Background: an optimization exercise with open tools, aiming at small area, a short achievable clock period and few clock cycles per item. Do not read the settings as production practice. Function was checked by simulation only, so behaviour that the tests miss may differ from the original. Power figures rest on the tool's default switching activity, not on a simulated workload.

==> flow/flow/run.sh <==
#!/bin/bash
# Own flow: the standard layout, with two changes.
#  1. Synthesis: the standard script, except that synth's "fine" step skips its quick abc
#     (so extract_fa sees the RTL's adders unscrambled) and the final abc uses an area
#     script with deepsyn (flow/abc_deep.script). The result is used only when it holds
#     exactly the standard synthesis's registers (names and cell types); otherwise the
#     standard synthesis is kept.
#  2. Port buffers are plain buffers (BUFFER_PORTS_ARGS) instead of the delay cells the
#     resizer picks by default.
# Every tool's output goes to a log file of its own in this folder.
set -u
W=$PWD
F=$W/flow
R=$W/orfs/results/$FLOW_PLATFORM/fsk_demod/base
PORTS='BUFFER_PORTS_ARGS=-buffer_cell sky130_fd_sc_hd__buf_4'

bash standard.sh synth > $W/log_standard_synth.txt 2>&1 || { echo "standard synth failed"; exit 1; }
cp $R/1_2_yosys.v $W/standard_1_2_yosys.v

# modified copy of ORFS's synth.tcl and of the standard flow's synthesis script
mkdir -p $W/mysynth
sed -e 's|^\(\s*synth -top $::env(DESIGN_NAME) -run fine: {\*}$synth_full_args\)|\1 -noabc|' \
    -e "s|^source \$::env(SCRIPTS_DIR)/synth_preamble.tcl|&\nset abc_args [lreplace \$abc_args 1 1 $F/abc_deep.script]|" \
    $FLOW_HOME/scripts/synth.tcl > $W/mysynth/synth.tcl
sed "s|source \$::env(SCRIPTS_DIR)/synth.tcl|source $W/mysynth/synth.tcl|" $W/synth_recipe.tcl > $W/mysynth/synth_recipe.tcl

if make -C $FLOW_HOME DESIGN_CONFIG=$W/config.mk WORK_HOME=$W/mysynth/orfs CLKGATE_MAP_FILE= \
     SYNTH_SCRIPT=$W/mysynth/synth_recipe.tcl synth > $W/log_my_synth.txt 2>&1; then
  M=$W/mysynth/orfs/results/$FLOW_PLATFORM/fsk_demod/base/1_2_yosys.v
  if python3 $F/regcmp.py $W/standard_1_2_yosys.v $M > $W/log_regcmp.txt 2>&1; then
    cp $M $R/1_2_yosys.v
    rm -f $R/1_synth.odb $R/1_synth.sdc
    echo "using the modified synthesis"
  else
    echo "registers differ: keeping the standard synthesis"
  fi
else
  echo "modified synthesis failed: keeping the standard synthesis"
fi

bash standard.sh "$PORTS" finish > $W/log_standard_finish.txt 2>&1 || { echo "layout failed"; exit 1; }
test -f $W/out/final.def
==> flow/flow/abc_deep.script <==
strash
&get -n
&deepsyn -T 45 -S 1
&put
dch -f
map -a
topo
stime -c
buffer -c
upsize -c
dnsize -c
==> flow/flow/regcmp.py <==
# regcmp.py STD.v NEW.v: exit 0 when both netlists hold the same registers
# (same instance names, same cell types, drive strength aside).
import re, sys

def regs(path):
    txt = open(path).read()
    out = {}
    for typ, name in re.findall(r'^\s*(sky130_fd_sc_hd__\w+)\s+(\S+)\s*\(', txt, re.M):
        base = typ.replace('sky130_fd_sc_hd__', '')
        if re.match(r'(e?df|dl|sdf|sedf)', base):
            out[name] = re.sub(r'_\d+$', '', base)
    return out

a, b = regs(sys.argv[1]), regs(sys.argv[2])
if a != b or not a:
    print("register mismatch:", len(a), len(b))
    for k in sorted(set(a) | set(b)):
        if a.get(k) != b.get(k):
            print("  ", k, a.get(k), b.get(k))
    sys.exit(1)
print("registers match:", len(a))
==> flow/standard.sh <==
#!/bin/bash
# synth_recipe.tcl (not shown) runs the flow's synth.tcl, then flattens the netlist and writes it again
# the make line also repeats each setting of config.mk as NAME=value (left out here)
make -C /OpenROAD-flow-scripts/flow DESIGN_CONFIG=/design/flow/config.mk WORK_HOME=/design/flow/orfs CLKGATE_MAP_FILE= SYNTH_SCRIPT=/design/flow/synth_recipe.tcl "${@:-finish}"
==> flow/config.mk <==
export PLATFORM = sky130hd
export DESIGN_NAME = fsk_demod
export DESIGN_NICKNAME = fsk_demod
export VERILOG_FILES = /design/flow/design.v
export SDC_FILE = /design/flow/constraint.sdc
export NUM_CORES = 4
export LEC_CHECK = 0
export CAP_MARGIN = 20
export CORE_MARGIN = 2
export CORE_UTILIZATION = 40
export SETUP_SLACK_MARGIN = 3.2
export SLEW_MARGIN = 20
==> flow/constraint.sdc <==
create_clock -name core_clock -period 6.0 [get_ports {sys_clk}]
set_input_delay 1.2000 -clock core_clock [delete_from_list [all_inputs] [get_ports {sys_clk}]]
set_output_delay 1.2000 -clock core_clock [all_outputs]
set_load 0.01 [all_outputs]
==> flow/design.v <==
module tone_ref_lookup (
    input  logic [6:0]        q,
    output logic signed [8:0] dref
);
    always_comb begin
        case (q)
            7'd0: dref = 9'sd0;
            7'd1: dref = -9'sd3;
            7'd2: dref = -9'sd6;
            7'd3: dref = -9'sd10;
            7'd4: dref = -9'sd13;
            7'd5: dref = -9'sd15;
            7'd6: dref = -9'sd18;
            7'd7: dref = -9'sd21;
            7'd8: dref = -9'sd24;
            7'd9: dref = -9'sd26;
            7'd10: dref = -9'sd29;
            7'd11: dref = -9'sd31;
            7'd12: dref = -9'sd34;
            7'd13: dref = -9'sd36;
            7'd14: dref = -9'sd38;
            7'd15: dref = -9'sd39;
            7'd16: dref = -9'sd41;
            7'd17: dref = -9'sd43;
            7'd18: dref = -9'sd44;
            7'd19: dref = -9'sd45;
            7'd20: dref = -9'sd46;
            7'd21: dref = -9'sd46;
            7'd22: dref = -9'sd47;
            7'd23: dref = -9'sd47;
            7'd24: dref = -9'sd46;
            7'd25: dref = -9'sd47;
            7'd26: dref = -9'sd46;
            7'd27: dref = -9'sd45;
            7'd28: dref = -9'sd44;
            7'd29: dref = -9'sd43;
            7'd30: dref = -9'sd41;
            7'd31: dref = -9'sd39;
            7'd32: dref = -9'sd37;
            7'd33: dref = -9'sd35;
            7'd34: dref = -9'sd32;
            7'd35: dref = -9'sd30;
            7'd36: dref = -9'sd27;
            7'd37: dref = -9'sd23;
            7'd38: dref = -9'sd20;
            7'd39: dref = -9'sd16;
            7'd40: dref = -9'sd11;
            7'd41: dref = -9'sd8;
            7'd42: dref = -9'sd3;
            7'd43: dref = 9'sd2;
            7'd44: dref = 9'sd6;
            7'd45: dref = 9'sd11;
            7'd46: dref = 9'sd17;
            7'd47: dref = 9'sd22;
            7'd48: dref = 9'sd27;
            7'd49: dref = 9'sd33;
            7'd50: dref = 9'sd39;
            7'd51: dref = 9'sd45;
            7'd52: dref = 9'sd51;
            7'd53: dref = 9'sd57;
            7'd54: dref = 9'sd63;
            7'd55: dref = 9'sd70;
            7'd56: dref = 9'sd76;
            7'd57: dref = 9'sd82;
            7'd58: dref = 9'sd89;
            7'd59: dref = 9'sd95;
            7'd60: dref = 9'sd101;
            7'd61: dref = 9'sd108;
            7'd62: dref = 9'sd115;
            7'd63: dref = 9'sd121;
            7'd64: dref = 9'sd127;
            7'd65: dref = 9'sd133;
            7'd66: dref = 9'sd139;
            7'd67: dref = 9'sd146;
            7'd68: dref = 9'sd151;
            7'd69: dref = 9'sd157;
            7'd70: dref = 9'sd163;
            7'd71: dref = 9'sd168;
            7'd72: dref = 9'sd174;
            7'd73: dref = 9'sd178;
            7'd74: dref = 9'sd183;
            7'd75: dref = 9'sd187;
            7'd76: dref = 9'sd193;
            7'd77: dref = 9'sd197;
            7'd78: dref = 9'sd201;
            7'd79: dref = 9'sd203;
            7'd80: dref = 9'sd207;
            7'd81: dref = 9'sd210;
            7'd82: dref = 9'sd213;
            7'd83: dref = 9'sd215;
            7'd84: dref = 9'sd218;
            7'd85: dref = 9'sd220;
            7'd86: dref = 9'sd221;
            7'd87: dref = 9'sd222;
            7'd88: dref = 9'sd223;
            7'd89: dref = 9'sd224;
            7'd90: dref = 9'sd224;
            7'd91: dref = 9'sd223;
            7'd92: dref = 9'sd223;
            7'd93: dref = 9'sd222;
            7'd94: dref = 9'sd220;
            7'd95: dref = 9'sd219;
            7'd96: dref = 9'sd217;
            7'd97: dref = 9'sd215;
            7'd98: dref = 9'sd211;
            7'd99: dref = 9'sd209;
            7'd100: dref = 9'sd206;
            7'd101: dref = 9'sd201;
            7'd102: dref = 9'sd198;
            7'd103: dref = 9'sd193;
            7'd104: dref = 9'sd188;
            7'd105: dref = 9'sd183;
            7'd106: dref = 9'sd177;
            7'd107: dref = 9'sd172;
            7'd108: dref = 9'sd166;
            7'd109: dref = 9'sd159;
            7'd110: dref = 9'sd152;
            7'd111: dref = 9'sd145;
            7'd112: dref = 9'sd139;
            7'd113: dref = 9'sd131;
            7'd114: dref = 9'sd124;
            7'd115: dref = 9'sd116;
            7'd116: dref = 9'sd108;
            7'd117: dref = 9'sd99;
            7'd118: dref = 9'sd91;
            7'd119: dref = 9'sd82;
            7'd120: dref = 9'sd74;
            7'd121: dref = 9'sd65;
            7'd122: dref = 9'sd56;
            7'd123: dref = 9'sd47;
            7'd124: dref = 9'sd37;
            7'd125: dref = 9'sd28;
            7'd126: dref = 9'sd18;
            7'd127: dref = 9'sd9;
            default: dref = 9'sd0;
        endcase
    end
endmodule
module fsk_mac (
    input  logic [3:0]  neg,
    input  logic [3:0]  one,
    input  logic [3:0]  two,
    input  logic [8:0]  d,
    input  logic [23:0] sm,
    input  logic [23:0] cm,
    output logic [23:0] nx0,
    output logic [23:0] nx1
);
    logic pp1, pp2, pp3, pp4, pp5, pp6, pp7, pp8, pp9, pp10, pp11, pp12, pp13, pp14, pp15, pp16;
    logic pp17, pp18, pp19, pp20, pp21, pp22, pp23, pp24, pp25, pp26, pp27, pp28, pp29, pp30, pp31, pp32;
    logic pp33, pp34, pp35, pp36, pp37, pp38, pp39, pp40, hs41, hc42, hs43, hc44, hs45, hc46, fs47, fc48;
    logic hs49, hc50, hs51, hc52, hs53, hc54, fs55, fc56, hs57, hc58, fs59, fc60, hs61, hc62, fs63, fc64;
    logic fs65, fc66, fs67, fc68, fs69, fc70, fs71, fc72, fs73, fc74, fs75, fc76, fs77, fc78, fs79, fc80;
    logic fs81, fc82, fs83, fc84, fs85, fc86, fs87, fc88, hs89, hc90, fs91, fc92, hs93, hc94, hs95, hc96;
    logic hs97, hc98, fs99, fc100, fs101, fc102, fs103, fc104, fs105, fc106, fs107, fc108, fs109, fc110, fs111, fc112;
    logic fs113, fc114, fs115, fc116, fs117, fc118, fs119, fc120, fs121, fc122, fs123, fc124, fs125, fc126, hs127, hc128;
    logic hs129, hc130, hs131, hc132, hs133, hc134, hs135, hc136, hs137, hc138, hs139, hc140, hs141, hc142, hs143, hc144;
    logic fs145, fc146, fs147, fc148, fs149, fc150, fs151, fc152, fs153, fc154, fs155, fc156, fs157, fc158, fs159, fc160;
    logic fs161, fc162, fs163, fc164, fs165, fc166, fs167, fc168, fs169, fc170, fs171, fc172, fs173, fc174, fs175, fc176;
    logic fs177, fc178, fs179, fc180, fs181, fc182, fs183, fc184, fs185, fc186, fs187, fc188, fs189, fc190;
    assign pp1 = (one[0] & d[0]) ^ neg[0];
    assign pp2 = ((one[0] & d[1]) | (two[0] & d[0])) ^ neg[0];
    assign pp3 = ((one[0] & d[2]) | (two[0] & d[1])) ^ neg[0];
    assign pp4 = ((one[0] & d[3]) | (two[0] & d[2])) ^ neg[0];
    assign pp5 = ((one[0] & d[4]) | (two[0] & d[3])) ^ neg[0];
    assign pp6 = ((one[0] & d[5]) | (two[0] & d[4])) ^ neg[0];
    assign pp7 = ((one[0] & d[6]) | (two[0] & d[5])) ^ neg[0];
    assign pp8 = ((one[0] & d[7]) | (two[0] & d[6])) ^ neg[0];
    assign pp9 = ((one[0] & d[8]) | (two[0] & d[7])) ^ neg[0];
    assign pp10 = ~(((one[0] & d[8]) | (two[0] & d[8])) ^ neg[0]);
    assign pp11 = (one[1] & d[0]) ^ neg[1];
    assign pp12 = ((one[1] & d[1]) | (two[1] & d[0])) ^ neg[1];
    assign pp13 = ((one[1] & d[2]) | (two[1] & d[1])) ^ neg[1];
    assign pp14 = ((one[1] & d[3]) | (two[1] & d[2])) ^ neg[1];
    assign pp15 = ((one[1] & d[4]) | (two[1] & d[3])) ^ neg[1];
    assign pp16 = ((one[1] & d[5]) | (two[1] & d[4])) ^ neg[1];
    assign pp17 = ((one[1] & d[6]) | (two[1] & d[5])) ^ neg[1];
    assign pp18 = ((one[1] & d[7]) | (two[1] & d[6])) ^ neg[1];
    assign pp19 = ((one[1] & d[8]) | (two[1] & d[7])) ^ neg[1];
    assign pp20 = ~(((one[1] & d[8]) | (two[1] & d[8])) ^ neg[1]);
    assign pp21 = (one[2] & d[0]) ^ neg[2];
    assign pp22 = ((one[2] & d[1]) | (two[2] & d[0])) ^ neg[2];
    assign pp23 = ((one[2] & d[2]) | (two[2] & d[1])) ^ neg[2];
    assign pp24 = ((one[2] & d[3]) | (two[2] & d[2])) ^ neg[2];
    assign pp25 = ((one[2] & d[4]) | (two[2] & d[3])) ^ neg[2];
    assign pp26 = ((one[2] & d[5]) | (two[2] & d[4])) ^ neg[2];
    assign pp27 = ((one[2] & d[6]) | (two[2] & d[5])) ^ neg[2];
    assign pp28 = ((one[2] & d[7]) | (two[2] & d[6])) ^ neg[2];
    assign pp29 = ((one[2] & d[8]) | (two[2] & d[7])) ^ neg[2];
    assign pp30 = ~(((one[2] & d[8]) | (two[2] & d[8])) ^ neg[2]);
    assign pp31 = (one[3] & d[0]) ^ neg[3];
    assign pp32 = ((one[3] & d[1]) | (two[3] & d[0])) ^ neg[3];
    assign pp33 = ((one[3] & d[2]) | (two[3] & d[1])) ^ neg[3];
    assign pp34 = ((one[3] & d[3]) | (two[3] & d[2])) ^ neg[3];
    assign pp35 = ((one[3] & d[4]) | (two[3] & d[3])) ^ neg[3];
    assign pp36 = ((one[3] & d[5]) | (two[3] & d[4])) ^ neg[3];
    assign pp37 = ((one[3] & d[6]) | (two[3] & d[5])) ^ neg[3];
    assign pp38 = ((one[3] & d[7]) | (two[3] & d[6])) ^ neg[3];
    assign pp39 = ((one[3] & d[8]) | (two[3] & d[7])) ^ neg[3];
    assign pp40 = ~(((one[3] & d[8]) | (two[3] & d[8])) ^ neg[3]);
    assign hs41 = cm[6] ^ sm[6];
    assign hc42 = cm[6] & sm[6];
    assign hs43 = cm[7] ^ sm[7];
    assign hc44 = cm[7] & sm[7];
    assign hs45 = cm[8] ^ sm[8];
    assign hc46 = cm[8] & sm[8];
    assign fs47 = cm[9] ^ sm[9] ^ pp10;
    assign fc48 = (cm[9] & sm[9]) | (cm[9] & pp10) | (sm[9] & pp10);
    assign hs49 = cm[10] ^ sm[10];
    assign hc50 = cm[10] & sm[10];
    assign hs51 = cm[2] ^ sm[2];
    assign hc52 = cm[2] & sm[2];
    assign hs53 = cm[3] ^ sm[3];
    assign hc54 = cm[3] & sm[3];
    assign fs55 = cm[4] ^ sm[4] ^ pp5;
    assign fc56 = (cm[4] & sm[4]) | (cm[4] & pp5) | (sm[4] & pp5);
    assign hs57 = pp13 ^ pp21;
    assign hc58 = pp13 & pp21;
    assign fs59 = cm[5] ^ sm[5] ^ pp6;
    assign fc60 = (cm[5] & sm[5]) | (cm[5] & pp6) | (sm[5] & pp6);
    assign hs61 = pp14 ^ pp22;
    assign hc62 = pp14 & pp22;
    assign fs63 = hs41 ^ pp7 ^ pp15;
    assign fc64 = (hs41 & pp7) | (hs41 & pp15) | (pp7 & pp15);
    assign fs65 = pp23 ^ pp31 ^ neg[3];
    assign fc66 = (pp23 & pp31) | (pp23 & neg[3]) | (pp31 & neg[3]);
    assign fs67 = hs43 ^ pp8 ^ pp16;
    assign fc68 = (hs43 & pp8) | (hs43 & pp16) | (pp8 & pp16);
    assign fs69 = pp24 ^ pp32 ^ hc42;
    assign fc70 = (pp24 & pp32) | (pp24 & hc42) | (pp32 & hc42);
    assign fs71 = hs45 ^ pp9 ^ pp17;
    assign fc72 = (hs45 & pp9) | (hs45 & pp17) | (pp9 & pp17);
    assign fs73 = pp25 ^ pp33 ^ hc44;
    assign fc74 = (pp25 & pp33) | (pp25 & hc44) | (pp33 & hc44);
    assign fs75 = fs47 ^ pp18 ^ pp26;
    assign fc76 = (fs47 & pp18) | (fs47 & pp26) | (pp18 & pp26);
    assign fs77 = pp34 ^ 1'b1 ^ hc46;
    assign fc78 = (pp34 & 1'b1) | (pp34 & hc46) | (1'b1 & hc46);
    assign fs79 = hs49 ^ pp19 ^ pp27;
    assign fc80 = (hs49 & pp19) | (hs49 & pp27) | (pp19 & pp27);
    assign fs81 = pp35 ^ 1'b1 ^ fc48;
    assign fc82 = (pp35 & 1'b1) | (pp35 & fc48) | (1'b1 & fc48);
    assign fs83 = cm[11] ^ sm[11] ^ pp20;
    assign fc84 = (cm[11] & sm[11]) | (cm[11] & pp20) | (sm[11] & pp20);
    assign fs85 = pp28 ^ pp36 ^ hc50;
    assign fc86 = (pp28 & pp36) | (pp28 & hc50) | (pp36 & hc50);
    assign fs87 = cm[12] ^ sm[12] ^ pp29;
    assign fc88 = (cm[12] & sm[12]) | (cm[12] & pp29) | (sm[12] & pp29);
    assign hs89 = pp37 ^ 1'b1;
    assign hc90 = pp37 & 1'b1;
    assign fs91 = cm[13] ^ sm[13] ^ pp30;
    assign fc92 = (cm[13] & sm[13]) | (cm[13] & pp30) | (sm[13] & pp30);
    assign hs93 = cm[14] ^ sm[14];
    assign hc94 = cm[14] & sm[14];
    assign hs95 = cm[0] ^ sm[0];
    assign hc96 = cm[0] & sm[0];
    assign hs97 = cm[1] ^ sm[1];
    assign hc98 = cm[1] & sm[1];
    assign fs99 = hs51 ^ pp3 ^ pp11;
    assign fc100 = (hs51 & pp3) | (hs51 & pp11) | (pp3 & pp11);
    assign fs101 = hs53 ^ pp4 ^ pp12;
    assign fc102 = (hs53 & pp4) | (hs53 & pp12) | (pp4 & pp12);
    assign fs103 = fs55 ^ hs57 ^ neg[2];
    assign fc104 = (fs55 & hs57) | (fs55 & neg[2]) | (hs57 & neg[2]);
    assign fs105 = fs59 ^ hs61 ^ fc56;
    assign fc106 = (fs59 & hs61) | (fs59 & fc56) | (hs61 & fc56);
    assign fs107 = fs63 ^ fs65 ^ fc60;
    assign fc108 = (fs63 & fs65) | (fs63 & fc60) | (fs65 & fc60);
    assign fs109 = fs67 ^ fs69 ^ fc64;
    assign fc110 = (fs67 & fs69) | (fs67 & fc64) | (fs69 & fc64);
    assign fs111 = fs71 ^ fs73 ^ fc68;
    assign fc112 = (fs71 & fs73) | (fs71 & fc68) | (fs73 & fc68);
    assign fs113 = fs75 ^ fs77 ^ fc72;
    assign fc114 = (fs75 & fs77) | (fs75 & fc72) | (fs77 & fc72);
    assign fs115 = fs79 ^ fs81 ^ fc76;
    assign fc116 = (fs79 & fs81) | (fs79 & fc76) | (fs81 & fc76);
    assign fs117 = fs83 ^ fs85 ^ fc80;
    assign fc118 = (fs83 & fs85) | (fs83 & fc80) | (fs85 & fc80);
    assign fs119 = fs87 ^ hs89 ^ fc84;
    assign fc120 = (fs87 & hs89) | (fs87 & fc84) | (hs89 & fc84);
    assign fs121 = fs91 ^ pp38 ^ fc88;
    assign fc122 = (fs91 & pp38) | (fs91 & fc88) | (pp38 & fc88);
    assign fs123 = hs93 ^ pp39 ^ 1'b1;
    assign fc124 = (hs93 & pp39) | (hs93 & 1'b1) | (pp39 & 1'b1);
    assign fs125 = cm[15] ^ sm[15] ^ pp40;
    assign fc126 = (cm[15] & sm[15]) | (cm[15] & pp40) | (sm[15] & pp40);
    assign hs127 = cm[16] ^ sm[16];
    assign hc128 = cm[16] & sm[16];
    assign hs129 = cm[17] ^ sm[17];
    assign hc130 = cm[17] & sm[17];
    assign hs131 = cm[18] ^ sm[18];
    assign hc132 = cm[18] & sm[18];
    assign hs133 = cm[19] ^ sm[19];
    assign hc134 = cm[19] & sm[19];
    assign hs135 = cm[20] ^ sm[20];
    assign hc136 = cm[20] & sm[20];
    assign hs137 = cm[21] ^ sm[21];
    assign hc138 = cm[21] & sm[21];
    assign hs139 = cm[22] ^ sm[22];
    assign hc140 = cm[22] & sm[22];
    assign hs141 = cm[23] ^ sm[23];
    assign hc142 = cm[23] & sm[23];
    assign hs143 = hs95 ^ pp1;
    assign hc144 = hs95 & pp1;
    assign fs145 = hs97 ^ pp2 ^ hc96;
    assign fc146 = (hs97 & pp2) | (hs97 & hc96) | (pp2 & hc96);
    assign fs147 = fs99 ^ neg[1] ^ hc98;
    assign fc148 = (fs99 & neg[1]) | (fs99 & hc98) | (neg[1] & hc98);
    assign fs149 = fs101 ^ hc52 ^ fc100;
    assign fc150 = (fs101 & hc52) | (fs101 & fc100) | (hc52 & fc100);
    assign fs151 = fs103 ^ hc54 ^ fc102;
    assign fc152 = (fs103 & hc54) | (fs103 & fc102) | (hc54 & fc102);
    assign fs153 = fs105 ^ hc58 ^ fc104;
    assign fc154 = (fs105 & hc58) | (fs105 & fc104) | (hc58 & fc104);
    assign fs155 = fs107 ^ hc62 ^ fc106;
    assign fc156 = (fs107 & hc62) | (fs107 & fc106) | (hc62 & fc106);
    assign fs157 = fs109 ^ fc66 ^ fc108;
    assign fc158 = (fs109 & fc66) | (fs109 & fc108) | (fc66 & fc108);
    assign fs159 = fs111 ^ fc70 ^ fc110;
    assign fc160 = (fs111 & fc70) | (fs111 & fc110) | (fc70 & fc110);
    assign fs161 = fs113 ^ fc74 ^ fc112;
    assign fc162 = (fs113 & fc74) | (fs113 & fc112) | (fc74 & fc112);
    assign fs163 = fs115 ^ fc78 ^ fc114;
    assign fc164 = (fs115 & fc78) | (fs115 & fc114) | (fc78 & fc114);
    assign fs165 = fs117 ^ fc82 ^ fc116;
    assign fc166 = (fs117 & fc82) | (fs117 & fc116) | (fc82 & fc116);
    assign fs167 = fs119 ^ fc86 ^ fc118;
    assign fc168 = (fs119 & fc86) | (fs119 & fc118) | (fc86 & fc118);
    assign fs169 = fs121 ^ hc90 ^ fc120;
    assign fc170 = (fs121 & hc90) | (fs121 & fc120) | (hc90 & fc120);
    assign fs171 = fs123 ^ fc92 ^ fc122;
    assign fc172 = (fs123 & fc92) | (fs123 & fc122) | (fc92 & fc122);
    assign fs173 = fs125 ^ hc94 ^ fc124;
    assign fc174 = (fs125 & hc94) | (fs125 & fc124) | (hc94 & fc124);
    assign fs175 = hs127 ^ 1'b1 ^ fc126;
    assign fc176 = (hs127 & 1'b1) | (hs127 & fc126) | (1'b1 & fc126);
    assign fs177 = hs129 ^ 1'b1 ^ hc128;
    assign fc178 = (hs129 & 1'b1) | (hs129 & hc128) | (1'b1 & hc128);
    assign fs179 = hs131 ^ 1'b1 ^ hc130;
    assign fc180 = (hs131 & 1'b1) | (hs131 & hc130) | (1'b1 & hc130);
    assign fs181 = hs133 ^ 1'b1 ^ hc132;
    assign fc182 = (hs133 & 1'b1) | (hs133 & hc132) | (1'b1 & hc132);
    assign fs183 = hs135 ^ 1'b1 ^ hc134;
    assign fc184 = (hs135 & 1'b1) | (hs135 & hc134) | (1'b1 & hc134);
    assign fs185 = hs137 ^ 1'b1 ^ hc136;
    assign fc186 = (hs137 & 1'b1) | (hs137 & hc136) | (1'b1 & hc136);
    assign fs187 = hs139 ^ 1'b1 ^ hc138;
    assign fc188 = (hs139 & 1'b1) | (hs139 & hc138) | (1'b1 & hc138);
    assign fs189 = hs141 ^ 1'b1 ^ hc140;
    assign fc190 = (hs141 & 1'b1) | (hs141 & hc140) | (1'b1 & hc140);
    assign nx0[0] = hs143;
    assign nx0[1] = fs145;
    assign nx0[2] = fs147;
    assign nx0[3] = fs149;
    assign nx0[4] = fs151;
    assign nx0[5] = fs153;
    assign nx0[6] = fs155;
    assign nx0[7] = fs157;
    assign nx0[8] = fs159;
    assign nx0[9] = fs161;
    assign nx0[10] = fs163;
    assign nx0[11] = fs165;
    assign nx0[12] = fs167;
    assign nx0[13] = fs169;
    assign nx0[14] = fs171;
    assign nx0[15] = fs173;
    assign nx0[16] = fs175;
    assign nx0[17] = fs177;
    assign nx0[18] = fs179;
    assign nx0[19] = fs181;
    assign nx0[20] = fs183;
    assign nx0[21] = fs185;
    assign nx0[22] = fs187;
    assign nx0[23] = fs189;
    assign nx1[0] = neg[0];
    assign nx1[1] = hc144;
    assign nx1[2] = fc146;
    assign nx1[3] = fc148;
    assign nx1[4] = fc150;
    assign nx1[5] = fc152;
    assign nx1[6] = fc154;
    assign nx1[7] = fc156;
    assign nx1[8] = fc158;
    assign nx1[9] = fc160;
    assign nx1[10] = fc162;
    assign nx1[11] = fc164;
    assign nx1[12] = fc166;
    assign nx1[13] = fc168;
    assign nx1[14] = fc170;
    assign nx1[15] = fc172;
    assign nx1[16] = fc174;
    assign nx1[17] = fc176;
    assign nx1[18] = fc178;
    assign nx1[19] = fc180;
    assign nx1[20] = fc182;
    assign nx1[21] = fc184;
    assign nx1[22] = fc186;
    assign nx1[23] = fc188;
endmodule
module symbol_decider (
    input  logic        sys_clk,
    input  logic        rst_n,
    input  logic        push,
    input  logic        push_bit,
    output logic [2:0]  qv,
    output logic        symbol,
    output logic        symbol_valid,
    input  logic        symbol_ready
);
    logic [2:0] qd;
    logic [2:0] nv;
    logic [2:0] nd;
    logic       pop;
    assign pop          = qv[0] && symbol_ready;
    assign symbol       = qd[0];
    assign symbol_valid = qv[0];
    always_comb begin
        nv = pop ? {1'b0, qv[2:1]} : qv;
        nd = pop ? {qd[2], qd[2:1]} : qd;
        if (push) begin
            if (!nv[0])      nd[0] = push_bit;
            else if (!nv[1]) nd[1] = push_bit;
            else             nd[2] = push_bit;
            nv = {nv[1:0], 1'b1};
        end
    end
    always_ff @(posedge sys_clk or negedge rst_n) begin
        if (!rst_n) qv <= '0;
        else        qv <= nv;
    end
    always_ff @(posedge sys_clk) begin
        qd <= nd;
    end
endmodule
module fsk_demod (
    input  logic         sys_clk,
    input  logic         rst_n,
    input  logic [15:0]  sample_in,       
    input  logic         sample_valid,
    output logic         sample_ready,
    output logic         symbol,          
    output logic         symbol_valid,
    input  logic         symbol_ready
);
    localparam int W = 24;
    logic       rdy;
    logic       take;
    logic [7:0] ph1;
    logic [7:0] s1;
    logic       l1;
    assign sample_ready = rdy;
    assign take         = sample_valid && rdy;
    always_ff @(posedge sys_clk) begin
        ph1 <= sample_in[15:8];
        s1  <= sample_in[7:0] & {8{take}};
    end
    always_ff @(posedge sys_clk or negedge rst_n) begin
        if (!rst_n) l1 <= 1'b0;
        else        l1 <= take && (sample_in[15:8] == 8'hFF);
    end
    logic [7:0]        fold;       
    logic signed [8:0] dhalf;
    logic [8:0]        se;
    logic [3:0]        neg_n, one_n, two_n;
    logic [3:0]        neg2, one2, two2;
    logic [8:0]        d2;
    logic              l2;
    assign fold = ph1[7] ? 8'd0 - ph1 : ph1;
    tone_ref_lookup u_lookup (.q(fold[6:0]), .dref(dhalf));
    always_comb begin
        se = {s1, 1'b0};
        for (int i = 0; i < 4; i++) begin
            neg_n[i] = se[2*i+2];
            one_n[i] = se[2*i+1] ^ se[2*i];
            two_n[i] = (se[2*i+2] & ~se[2*i+1] & ~se[2*i]) | (~se[2*i+2] & se[2*i+1] & se[2*i]);
        end
    end
    always_ff @(posedge sys_clk) begin
        d2   <= fold[7] ? 9'd0 : dhalf;     
        neg2 <= neg_n ^ {4{ph1[7]}};
        one2 <= one_n;
        two2 <= two_n;
    end
    logic [W-1:0] acc_s, acc_c;
    logic [W-1:0] nx_s, nx_c;
    logic         restart;    
    logic         l3;         
    logic         flush;      
    fsk_mac u_mac (
        .neg (neg2),
        .one (one2),
        .two (two2),
        .d   (d2),
        .sm  (acc_s | {W{restart}}),
        .cm  (acc_c & ~{W{restart}}),
        .nx0 (nx_s),
        .nx1 (nx_c)
    );
    always_ff @(posedge sys_clk) begin
        acc_s <= nx_s;
        acc_c <= nx_c;
    end
    always_ff @(posedge sys_clk or negedge rst_n) begin
        if (!rst_n) begin
            l2      <= 1'b0;
            l3      <= 1'b0;
            flush   <= 1'b1;
            restart <= 1'b1;
        end else begin
            l2      <= l1;
            l3      <= l2;
            flush   <= 1'b0;
            restart <= l2 || flush;
        end
    end
    logic [W-1:0] total;
    logic         dec;        
    logic         l4;
    assign total = acc_s + acc_c;
    always_ff @(posedge sys_clk) begin
        dec <= !total[W-1];
    end
    always_ff @(posedge sys_clk or negedge rst_n) begin
        if (!rst_n) l4 <= 1'b0;
        else        l4 <= l3;
    end
    logic [2:0] qv;
    symbol_decider u_queue (
        .sys_clk      (sys_clk),
        .rst_n        (rst_n),
        .push         (l4),
        .push_bit     (dec),
        .qv           (qv),
        .symbol       (symbol),
        .symbol_valid (symbol_valid),
        .symbol_ready (symbol_ready)
    );
    logic [4:0] ends;
    logic       at_most_one;
    assign ends = {qv[0], l1, l2, l3, l4};
    always_comb begin
        at_most_one = 1'b1;
        for (int i = 0; i < 5; i++)
            for (int j = i + 1; j < 5; j++)
                if (ends[i] && ends[j]) at_most_one = 1'b0;
    end
    always_ff @(posedge sys_clk or negedge rst_n) begin
        if (!rst_n) rdy <= 1'b0;
        else        rdy <= !qv[1] && at_most_one;
    end
endmodule
==> results of run 1 <==
[placed cells by master (no fill, tap or decap), drive strengths merged, types with 31 or more instances in the layout]
cell / count
ha: 54
nor2: 112
xor2: 40
inv: 140
a21oi: 31
o22ai: 33
dfxtp: 88
fa: 43
nand2: 48
buf: 35
[per-stage QoR]
stage                     total power [mW]  setup WS, ns  hold slack, ns  utilization (%)  cell area (um^2)
after floorplan                       2.29          3.18           0.329                -              6550
after global placement                2.67          2.71           0.360             43.1              6880
after detailed placement              2.71          2.64           0.359             43.1              6880
after CTS                             3.30          3.11           0.369             45.4              7240
after global routing                  3.64          3.12           0.373             46.3              7380
final                                 3.26          3.17           0.355             46.3              7380
[power groups by stage]
| stage | Clock (mW) | Combinational, mW | Sequential [mW] |
|---|---|---|---|
| global route | 0.591 | 1.97 | 1.08 |
| detailed placement | 0 | 1.64 | 1.06 |
| finish | 0.547 | 1.66 | 1.05 |
| CTS | 0.566 | 1.68 | 1.05 |
| global placement | 0 | 1.60 | 1.07 |
| floorplan | 0 | 1.29 | 1.00 |
[flip-flops by register name (all words and copies together), names as in the netlist, 3 cells and up]
signal	count
d2	9
one2	4
s1	8
acc_s	24
u_queue.qd	3
two2	4
u_queue.qv	3
ph1	8
neg2	4
acc_c	24
[worst max-delay path: cells and delay by family (launching register included)]
| kind | cells | cell delay, ns |
|---|---|---|
| buf+inv | 1 | 0.04 |
| fa+ha+maj | 4 | 1.92 |
| simple gates | 1 | 0.06 |
| flops | 1 | 0.69 |
[how the worst min path moves through the flow]
stage	start	slack, ns	to	cells after the start
2_1_floorplan	neg2[0]	0.33	acc_c[0]	0
3_3_place_gp	s1[0]	0.36	one2[0]	0
3_5_place_dp	s1[0]	0.36	one2[0]	0
4_1_cts	s1[0]	0.37	one2[0]	0
5_1_grt	s1[0]	0.37	one2[0]	0
6_report	s1[0]	0.35	one2[0]	0
[timing repair]
action,in CTS,in global routing
pin swaps,1,14
gates resized for setup,7,29
setup buffers,7,5
endpoints found under the setup margin,26,20
cloned,0,1
[cell type report]
| type | instances | area [um^2] |
|---|---|---|
| clock buffers | 11 | 243 |
| clock inverters | 5 | 36.3 |
| fillers | 1556 | 8560 |
| inverters | 142 | 557 |
| multi-input cells | 491 | 3920 |
| flip-flops and latches | 99 | 2060 |
| well taps | 216 | 270 |
| repair buffers | 35 | 287 |
[routing by layer]
metal  share of wire [%]  track usage, %  vias up  routed length, um
li1                    -               -     2469                  -
met1                  46            22.5     2241               6520
met2                  47            27.3      160               6570
met3                 4.5            2.61       29                639
met4                 2.4            6.28        0                338
met5                   0               0        -                  0
==> summary.md, run 1 <==
| Metric | Value |
|---|---|
| Run status | timing/DRC/antenna clean |
| Kind of start point of the critical path | flop |
| Final max-slew violation count | 0 |
| Syn. warnings | 3 |
| Slack of the worst reg-to-reg path | 3.17 ns |
| Setup_tns | 0 ns |
| Source-to-sink clock delay at the later pin of the worst-skew pair | 0.35 ns |
| Total number of nets in the final design | just under 900 |
| Max Clock Skew | 0.00758 ns |
| Fraction of power spent switching nets | 40.1% |
| Worst slew margin relative to its limit | 62.7% |
| Row cnt | 46 |
| Fraction of final layout cells with drive strength greater than 1 | around 18% |
| Data required time of the critical path | 6.23 ns |
| Top-level port count | 23 |
| Path depth of the worst reg2reg path | 6 |
| Final Cycle Share | 47.1% |
| Net switching component of the power | ~1.3 mW |
| Flop pwr share | 32.3% |
| Post-detailed-route DRC marker count | 0 |
| Average instance area after synthesis | 8.71 um^2 |
| HPWL after detailed placement | 10,500 um |
| Wire length reported by the detailed router | 14,100 um |
| CP Data Arrival Time | 3.06 ns |
| Cell with the most instances on the worst path | sky130_fd_sc_hd__fa_1 |
| Final number of setup-violating endpoints | 0 |
| Setup repair after global routing missed its margin | yes |
| Leakage power | 3.41 nW |
| Buffers from clock root to sink, at most | 2 |
| Power Density | 442 nW/um^2 |
| Area growth, synth to finish | 13.0% |
| Count of placed standard cells including taps | 970 |
| CTS tree | yes |
| Number of max-cap violations | 0 |
| Drt via density | 4.90 |
| Fmax | 354 MHz |
| Clock Root Buffer | sky130_fd_sc_hd__clkbuf_16 |
| Count of hold-fix buffers inserted at cts | 0 |
| Count of mapped cells out of synthesis | 750 |
| Clock sink total | 99 |
| Vias in the first global route | 4,801 |
| Number of buffers inserted by port buffering | 22 |
| Internal portion of total power | between 1.5 and 2 mW |
| Total vias in the final route | ~4,900 |
| First-pass GRT wire length | 23,500 um |
| Core region area | 15,900 um^2 |
| Vertical extent of the die | 132 um |
| Die Span X | approximately 130 um |
| Clock slew seen by the registers of the worst setup and hold paths | about 0.070 ns |
| Endpoint class of the critical path | flop |
| Kind of critical path | flop to flop |
| Shortest period the worst path allows | 2.83 ns |
| Largest fanout on the critical path | 7 |
| Measured slew at the worst slew-check pin | 0.552 ns |
| Initial antenna violation count | 0 |
| Maximum level of the CTS H-tree | 3 |
| Initial core utilization | between 40% and 50% |
| Min-Delay Path Class | flop to flop |
| Origin of the worst setup path | restart |
| Number of nets with antenna violations after routing | 0 |
| RR Startpoint | restart |
| Cells along the critical path | nor2_2 > fa_1 > inv_2 > fa_2 > fa_1 > fa_1 |
| Worst-case vdd ir drop | 0.184 mV |
| DRT Pass-1 Iters | 5 |
| Biggest cell delay along the critical path | 0.69 ns |
| DIE AREA | around 17,000 um^2 |
| Clock Power Share | 16.7% |
| RePlAce Congestion | around 0.95 |
| Power share of the combinational group | 51.0% |
| Netlist area before placement | 6530 um^2 |
| Syn Nets | 867 |
| Wire length per cell after detailed routing | 14.1 um |
| Clock buffer count from CTS | 9 |
| Slowest cell on the critical path | sky130_fd_sc_hd__dfstp_4 |
| Number of endpoints with negative hold slack in the final report | 0 |
| Diodes inserted | 0 |
| Leftover overflow at the end of global routing | 0 |
| Setup crit end | acc_s[9] |
| Post-route non-filler standard cell count | 999 |
| GRT Overall Usage | between 10% and 20% |
| Reg2reg end | acc_s[9] |
| Drt first-iter violations | roughly 310 |
| Largest net degree at the start of global routing | 22 |
Testbench counts, summed over its fixed seeds: cycles 65,576, items 65,536.
==> run 2: changes to the inputs <==
--- a/flow/config.mk
+++ b/flow/config.mk
@@ -9,4 +9,4 @@
 export CORE_MARGIN = 2
 export CORE_UTILIZATION = 40
-export SETUP_SLACK_MARGIN = 3.2
+export SETUP_SLACK_MARGIN = 3.45
 export SLEW_MARGIN = 20
==> run 2 against run 1 <==
  * Still clean
  * Critical path depth is 1 higher
  * Via count is 3.3% higher
  * Cell count is 1.9% higher
  * Critical path type unchanged
  * Largest cell class unchanged
==> summary.md, run 2 <==
| Metric | Value |
|---|---|
| HPWL after detailed placement | 10,100 um |
| Initial core utilization | 41.0% |
| Met1 Routed Length | between 6000 and 7000 um |
| Run status | timing/DRC/antenna clean |
| Average instance area after synthesis | 8.71 um^2 |
| Final max-slew violation count | 0 |
| Row cnt | 46 |
| Slack of the worst reg-to-reg path | 3.19 ns |
| Kind of start point of the critical path | flop |
| Number of max-cap violations | 0 |
| Post-detailed-route DRC marker count | 0 |
| Min-Delay Path Class | flop to flop |
| DRT Pass-1 Iters | 6 |
| Syn Nets | 867 |
| Fmax | 356 MHz |
| Kind of critical path | flop to flop |
| Fraction of final layout cells with drive strength greater than 1 | 24.3% |
| Die Span X | 132 um |
| Drt first-iter violations | 397 |
| Final core occ | 49.2% |
| Setup repair after global routing missed its margin | yes |
| Source-to-sink clock delay at the later pin of the worst-skew pair | 0.34 ns |
| Leakage power | ~3.5 nW |
| Maximum level of the CTS H-tree | 3 |
| Commonest cells after routing, fill and taps aside | sky130_fd_sc_hd__inv_1, sky130_fd_sc_hd__nor2_1, sky130_fd_sc_hd__dfxtp_1 |
| RePlAce Congestion | 0.982 |
| Clock slew seen by the registers of the worst setup and hold paths | 0.07 ns |
| Number of buffers inserted by port buffering | 22 |
| Slowest cell on the critical path | sky130_fd_sc_hd__dfstp_4 |
| Measured slew at the worst slew-check pin | 0.488 ns |
| Number of endpoints with negative hold slack in the final report | 0 |
| Final Cycle Share | 46.8% |
| Core region area | roughly 16,000 um^2 |
| GRT Overall Usage | between 15 and 20% |
| Leading cell type in the layout, fill and taps excluded | sky130_fd_sc_hd__inv_1 |
| Diodes inserted | 0 |
| Worst-case vdd ir drop | around 0.21 mV |
| Biggest cell delay along the critical path | approximately 0.70 ns |
| Cells along the critical path | inv_6 > nand2_2 > fa_1 > inv_1 > fa_2 > fa_2 > fa_1 |
| Buffers from clock root to sink, at most | 2 |
| Setup_tns | 0 ns |
| Clock sink total | 99 |
| Filler cell count in the final layout | 1,516 |
| Clock Root Buffer | sky130_fd_sc_hd__clkbuf_16 |
| Leftover overflow at the end of global routing | 0 |
| Vertical extent of the die | approximately 130 um |
| Endpoint class of the critical path | flop |
| Wire length reported by the detailed router | 14,300 um |
| Initial antenna violation count | 0 |
| Category of cells accounting for the largest share of critical-path delay | adder cells |
| CP Data Arrival Time | 3.03 ns |
| Uppermost signal routing layer after detailed routing | met4 |
| Syn. warnings | 3 |
| Count of hold-fix buffers inserted at cts | 0 |
| Worst slew margin relative to its limit | about two thirds |
| Largest fanout on the critical path | 5 |
| Wire length per cell after detailed routing | 14.0 um |
| Met3 wire length | 693 um |
| DIE AREA | 17,400 um^2 |
| Data required time of the critical path | between 6 and 7 ns |
| Number of nets with antenna violations after routing | 0 |
| Shortest period the worst path allows | approximately 2.8 ns |
| Total number of nets in the final design | ~910 |
| Count of mapped cells out of synthesis | 750 |
| Largest registers ranked by flip-flop count | acc_c x24, acc_s x24, d2 x9 |
| Drt via density | a little under 5 |
| Final number of setup-violating endpoints | 0 |
| Met2 layer wire length in the routed design | about 7000 um |
| Top-level port count | 23 |
| Clock buffer count from CTS | 9 |
| CTS tree | yes |
| Total power | around 3.4 mW |
| Vias in the first global route | 4,932 |
| Area growth, synth to finish | 20.1% |
| First-pass GRT wire length | 23,300 um |
| Total vias in the final route | 5,060 |
| Max Clock Skew | 0.00959 ns |
| Netlist area before placement | 6530 um^2 |
| Power Density | 434 nW/um^2 |
| Largest net degree at the start of global routing | 22 |
| Buffering stage count on the worst path with inverters included | 2 |
==> run 2: cell count changes in the layout (fill, tap and decap cells not counted), sizes merged <==
cell / previous run / this run
buf: 35 / 53
bufinv: 0 / 1
clkinv: 5 / 2
clkinvlp: 2 / 3
inv: 140 / 142
==> run 2: metal layers <==
layer  up-vias  global-route usage [%]
li1       2522                       -
met1      2319                    21.1
met2       176                    28.0
met5         -                       0
met4         0                    6.10
met3        43                    2.77
==> run 2: final timing paths <==
check / cells after the start / endpoint / startpoint
worst max-delay path: 7 / acc_s[9] / restart
worst min-delay path: 0 / one2[0] / s1[0]
worst max register to register: 7 / acc_s[9] / restart
worst min register to register: 0 / one2[0] / s1[0]
max in group asynchronous: 1 / flush / rst_n
min in group asynchronous: 1 / l1 / rst_n
==> run 2: timing repair <==
item | 4_1_cts | 5_1_grt
endpoints found under the hold margin | 0 | 0
gates resized for setup | 32 | 65
endpoints found under the setup margin | 34 | 35
pin swaps | 19 | 32
gates cloned | 3 | 0
buffers inserted | 18 | 12
==> run 2: power by group <==
part | switching (mW) | internal [mW]
sequential | 0.140 | 0.911
combinational | 0.949 | 0.817
clock | 0.250 | 0.337
==> run 2: layout make-up <==
class | instances | area [um^2] | share of cell area [%]
multi-input cells | 491 | 4140 | 52.8
flip-flops and latches | 99 | 2060 | 26.3
inverters | 142 | 563 | 7.18
repair buffers | 53 | 502 | 6.39
well taps | 216 | 270 | 3.44
clock buffers | 11 | 243 | 3.09
clock inverters | 5 | 60.1 | 0.765
repair inverters | 1 | 5.00 | 0.0638
==> run 2: stage by stage <==
step	cells	hold WS (ns)	cell area, um^2	setup WS, ns
2_1_floorplan	750	0.329	6560	3.29
3_3_place_gp	969	0.363	6870	2.74
3_5_place_dp	969	0.363	6870	2.64
4_1_cts	1006	0.373	7460	3.21
5_1_grt	1018	0.384	7850	3.12
6_report	1018	0.367	7850	3.19
==> run 3: changes to the inputs <==
--- a/flow/flow/run.sh
+++ b/flow/flow/run.sh
@@ -3,5 +3,5 @@
 #  1. Synthesis: the standard script, except that synth's "fine" step skips its quick abc
 #     (so extract_fa sees the RTL's adders unscrambled) and the final abc uses an area
-#     script with deepsyn (flow/abc_deep.script). The result is used only when it holds
+#     script with deepsyn (flow/abc.script). The result is used only when it holds
 #     exactly the standard synthesis's registers (names and cell types); otherwise the
 #     standard synthesis is kept.
@@ -13,5 +13,5 @@
 F=$W/flow
 R=$W/orfs/results/$FLOW_PLATFORM/fsk_demod/base
-PORTS='BUFFER_PORTS_ARGS=-buffer_cell sky130_fd_sc_hd__buf_4'
+PORTS='BUFFER_PORTS_ARGS=-buffer_cell sky130_fd_sc_hd__buf_2'
 
 bash standard.sh synth > $W/log_standard_synth.txt 2>&1 || { echo "standard synth failed"; exit 1; }
@@ -21,5 +21,5 @@
 mkdir -p $W/mysynth
 sed -e 's|^\(\s*synth -top $::env(DESIGN_NAME) -run fine: {\*}$synth_full_args\)|\1 -noabc|' \
-    -e "s|^source \$::env(SCRIPTS_DIR)/synth_preamble.tcl|&\nset abc_args [lreplace \$abc_args 1 1 $F/abc_deep.script]|" \
+    -e "s|^source \$::env(SCRIPTS_DIR)/synth_preamble.tcl|&\nset abc_args [lreplace \$abc_args 1 1 $F/abc.script]|" \
     $FLOW_HOME/scripts/synth.tcl > $W/mysynth/synth.tcl
 sed "s|source \$::env(SCRIPTS_DIR)/synth.tcl|source $W/mysynth/synth.tcl|" $W/synth_recipe.tcl > $W/mysynth/synth_recipe.tcl
==> flow/flow/abc.script (new file) <==
strash
&get -n
&deepsyn -T 45 -S 1
&put
dch -f
amap
topo
stime -c
buffer -c
upsize -c
dnsize -c
--- a/flow/config.mk
+++ b/flow/config.mk
@@ -9,4 +9,5 @@
 export CORE_MARGIN = 2
 export CORE_UTILIZATION = 40
-export SETUP_SLACK_MARGIN = 3.45
+export CTS_BUF_LIST = sky130_fd_sc_hd__clkbuf_4 sky130_fd_sc_hd__clkbuf_8
+export SETUP_SLACK_MARGIN = 3.2
 export SLEW_MARGIN = 20
removed: flow/flow/abc_deep.script
==> run 3 against run 2 <==
  * Count of clock-buffer cells in the layout is 1 lower
  * Clock skew increased by 0.0034 ns
  * Combinational power fell by 16%
  * Synthesized cell count shrank 2.8%
  * Largest cell class unchanged
==> summary.md, run 3 <==
| Metric | Value |
|---|---|
| Count of mapped cells out of synthesis | 729 |
| Max Clock Skew | 0.0130 ns |
| Biggest cell delay along the critical path | 0.66 ns |
| Setup crit end | acc_s[9] |
| Fraction of final layout cells with drive strength greater than 1 | about a fifth |
| Largest fanout on the critical path | 4 |
| Power Density | 397 nW/um^2 |
| Worst slew margin relative to its limit | 63.3% |
| RePlAce Congestion | 0.955 |
| Top-level port count | 23 |
| Cells along the critical path | nor2_1 > fa_1 > inv_1 > fa_1 > fa_1 > fa_1 |
| Largest registers ranked by flip-flop count | acc_c x24, acc_s x24, d2 x9 |
| Filler cell count in the final layout | 1,541 |
| Average instance area after synthesis | about 8.7 um^2 |
| Drt first-iter violations | ~420 |
| Row cnt | 46 |
| Category of cells accounting for the largest share of critical-path delay | adder cells |
| Data required time of the critical path | 6.32 ns |
| Die Span X | roughly 130 um |
| Final number of setup-violating endpoints | 0 |
| Number of max-cap violations | 0 |
| Clock sink total | 99 |
| Post-detailed-route DRC marker count | 0 |
| Setup_tns | 0 ns |
| Total vias in the final route | 5,228 |
| Source-to-sink clock delay at the later pin of the worst-skew pair | 0.38 ns |
| Number of nets with antenna violations after routing | 0 |
| Core region area | 15,700 um^2 |
| Leakage power | 3.16 nW |
| Wire length reported by the detailed router | 15,200 um |
| Leftover overflow at the end of global routing | 0 |
| Buffering stage count on the worst path with inverters included | 1 |
| Endpoint class of the critical path | flop |
| Initial core utilization | 40.5% |
| RR Startpoint | restart |
| Run status | timing/DRC/antenna clean |
| Min-Delay Path Class | flop to flop |
| Clock slew seen by the registers of the worst setup and hold paths | about 0.10 ns |
| Vias in the first global route | 5,092 |
| CP Data Arrival Time | 3.12 ns |
| Total number of nets in the final design | 888 |
| Netlist area before placement | 6370 um^2 |
| First-pass GRT wire length | roughly 25,000 um |
| Final max-slew violation count | 0 |
| Cell with the most instances on the worst path | sky130_fd_sc_hd__fa_1 |
| Reg2reg end | acc_s[9] |
| Count of hold-fix buffers inserted at cts | 0 |
| Clock Root Buffer | sky130_fd_sc_hd__clkbuf_8 |
| Kind of start point of the critical path | flop |
| Syn. warnings | 3 |
| Buffers from clock root to sink, at most | 2 |
| DRT Pass-1 Iters | 5 |
| Final Cycle Share | 46.7% |
| Initial antenna violation count | 0 |
| Origin of the worst setup path | restart |
| GRT Overall Usage | 18.5% |
| HPWL after detailed placement | 11,200 um |
| Slack of the worst reg-to-reg path | 3.20 ns |
| Number of endpoints with negative hold slack in the final report | 0 |
| Vertical extent of the die | 130 um |
| Commonest cells after routing, fill and taps aside | sky130_fd_sc_hd__nor2_1, sky130_fd_sc_hd__inv_1, sky130_fd_sc_hd__dfxtp_1 |
| Path depth of the worst reg2reg path | 6 |
| CTS tree | yes |
| Setup repair after global routing missed its margin | yes |
| Syn Nets | around 850 |
| Worst-case vdd ir drop | between 0.1 and 0.15 mV |
| Largest net degree at the start of global routing | 24 |
| Final setup margin | 3.20 ns |
| Slowest cell on the critical path | sky130_fd_sc_hd__dfstp_4 |
| Shortest period the worst path allows | around 2.8 ns |
| Maximum level of the CTS H-tree | 3 |
| Number of buffers inserted by port buffering | 22 |
| Measured slew at the worst slew-check pin | 0.545 ns |
| Post-placement setup slack | 2.56 ns |
| Drt via density | 5.26 |
| Leading cell type in the layout, fill and taps excluded | sky130_fd_sc_hd__nor2_1 |
| Area growth, synth to finish | 15.2% |
| Logic depth of the worst setup path including buffers | 6 |
| Clock buffer count from CTS | 9 |
| Kind of critical path | flop to flop |
| Fmax | 357 MHz |
| Wire length per cell after detailed routing | 15.3 um |
| DIE AREA | 16,900 um^2 |
[run 3: repair_timing]
item,in CTS,in global routing
setup buffers,16,13
pin swaps,6,14
endpoints found under the setup margin,29,23
gates cloned,0,1
gates resized for setup,28,27
[run 3: metal layers]
layer	vias to the layer above	GRT usage [%]	share of wire (%)
li1	2575	-	-
met1	2445	25.4	47
met2	171	30.3	46
met3	37	2.34	4.5
met4	0	6.58	2.2
met5	-	0	0
[run 3: per-stage QoR]
stage,util [%],hold slack (ns),area [um^2],instances,power [mW]
after floorplan,-,0.332,6450,729,2.09
after global placement,42.6,0.357,6700,946,2.39
after detailed placement,42.6,0.351,6700,946,2.46
after CTS,45.3,0.365,7120,978,2.94
after global routing,46.7,0.366,7330,992,3.26
final,46.7,0.359,7330,993,2.91
[run 3: worst min path at each step]
stage,start,depth (start not counted),end
after floorplan,s1[0],0,one2[0]
after global placement,s1[0],0,one2[0]
after detailed placement,s1[0],0,one2[0]
after CTS,s1[0],0,one2[0]
after global routing,s1[0],0,one2[0]
final,s1[0],0,one2[0]
[run 3: cell type report]
cell class	instances	area [um^2]	area share (%)
antenna	1	2.50	0.0341
clock buffer	10	131	1.79
clock inverter	6	57.6	0.785
inverter	97	397	5.41
multi-input combinational	510	4040	55.0
sequential	99	2070	28.2
tap	216	270	3.68
timing repair buffer	54	372	5.07
[run 3: worst register-to-register path: cells and delay by family, from the launching register on]
family                     cells  cell delay, ns
adders and majority gates      4            1.98
buffers and inverters          1            0.05
DFF                            1            0.66
and+or+nand+nor                1            0.07
[run 3: where the power goes]
group          leakage, nW  internal (mW)  total (mW)  switching, mW
logic                 2.19          0.674        1.49          0.813
registers            0.878          0.888        1.01          0.120
clock network       0.0919          0.165       0.419          0.254

## re-timing with driven ports
The flow's constraints put no driver on any port. The routed layouts listed below were extracted and timed again, unchanged, in two steps.
Step 1 (the two cells are an assumption about what drives the block):
set clk [get_ports {sys_clk}]
set_driving_cell -lib_cell sky130_fd_sc_hd__clkbuf_16 $clk
set_driving_cell -lib_cell sky130_fd_sc_hd__buf_2 [delete_from_list [all_inputs] $clk]
Step 2, shift: input delay + t, output delay - t, t = (earliest + latest rising clock arrival at the registers) / 2. This alone moves slack from input paths to output paths.
Three values: no drivers, after step 1, after step 2; two values: the first two.
run	shift t [ns]	setup slack, ns	slew at the worst register clock pin (ns)	worst slew at a driven data input, ns
run 1	0.387	3.173 / 3.173 / 3.173	0.07 / 0.07	0.04
run 2	0.378	3.194 / 3.194 / 3.194	0.07 / 0.07	0.04
run 3	0.407	3.196 / 3.196 / 3.196	0.11 / 0.11	0.03
After both steps setup and hold are still met in every run listed.
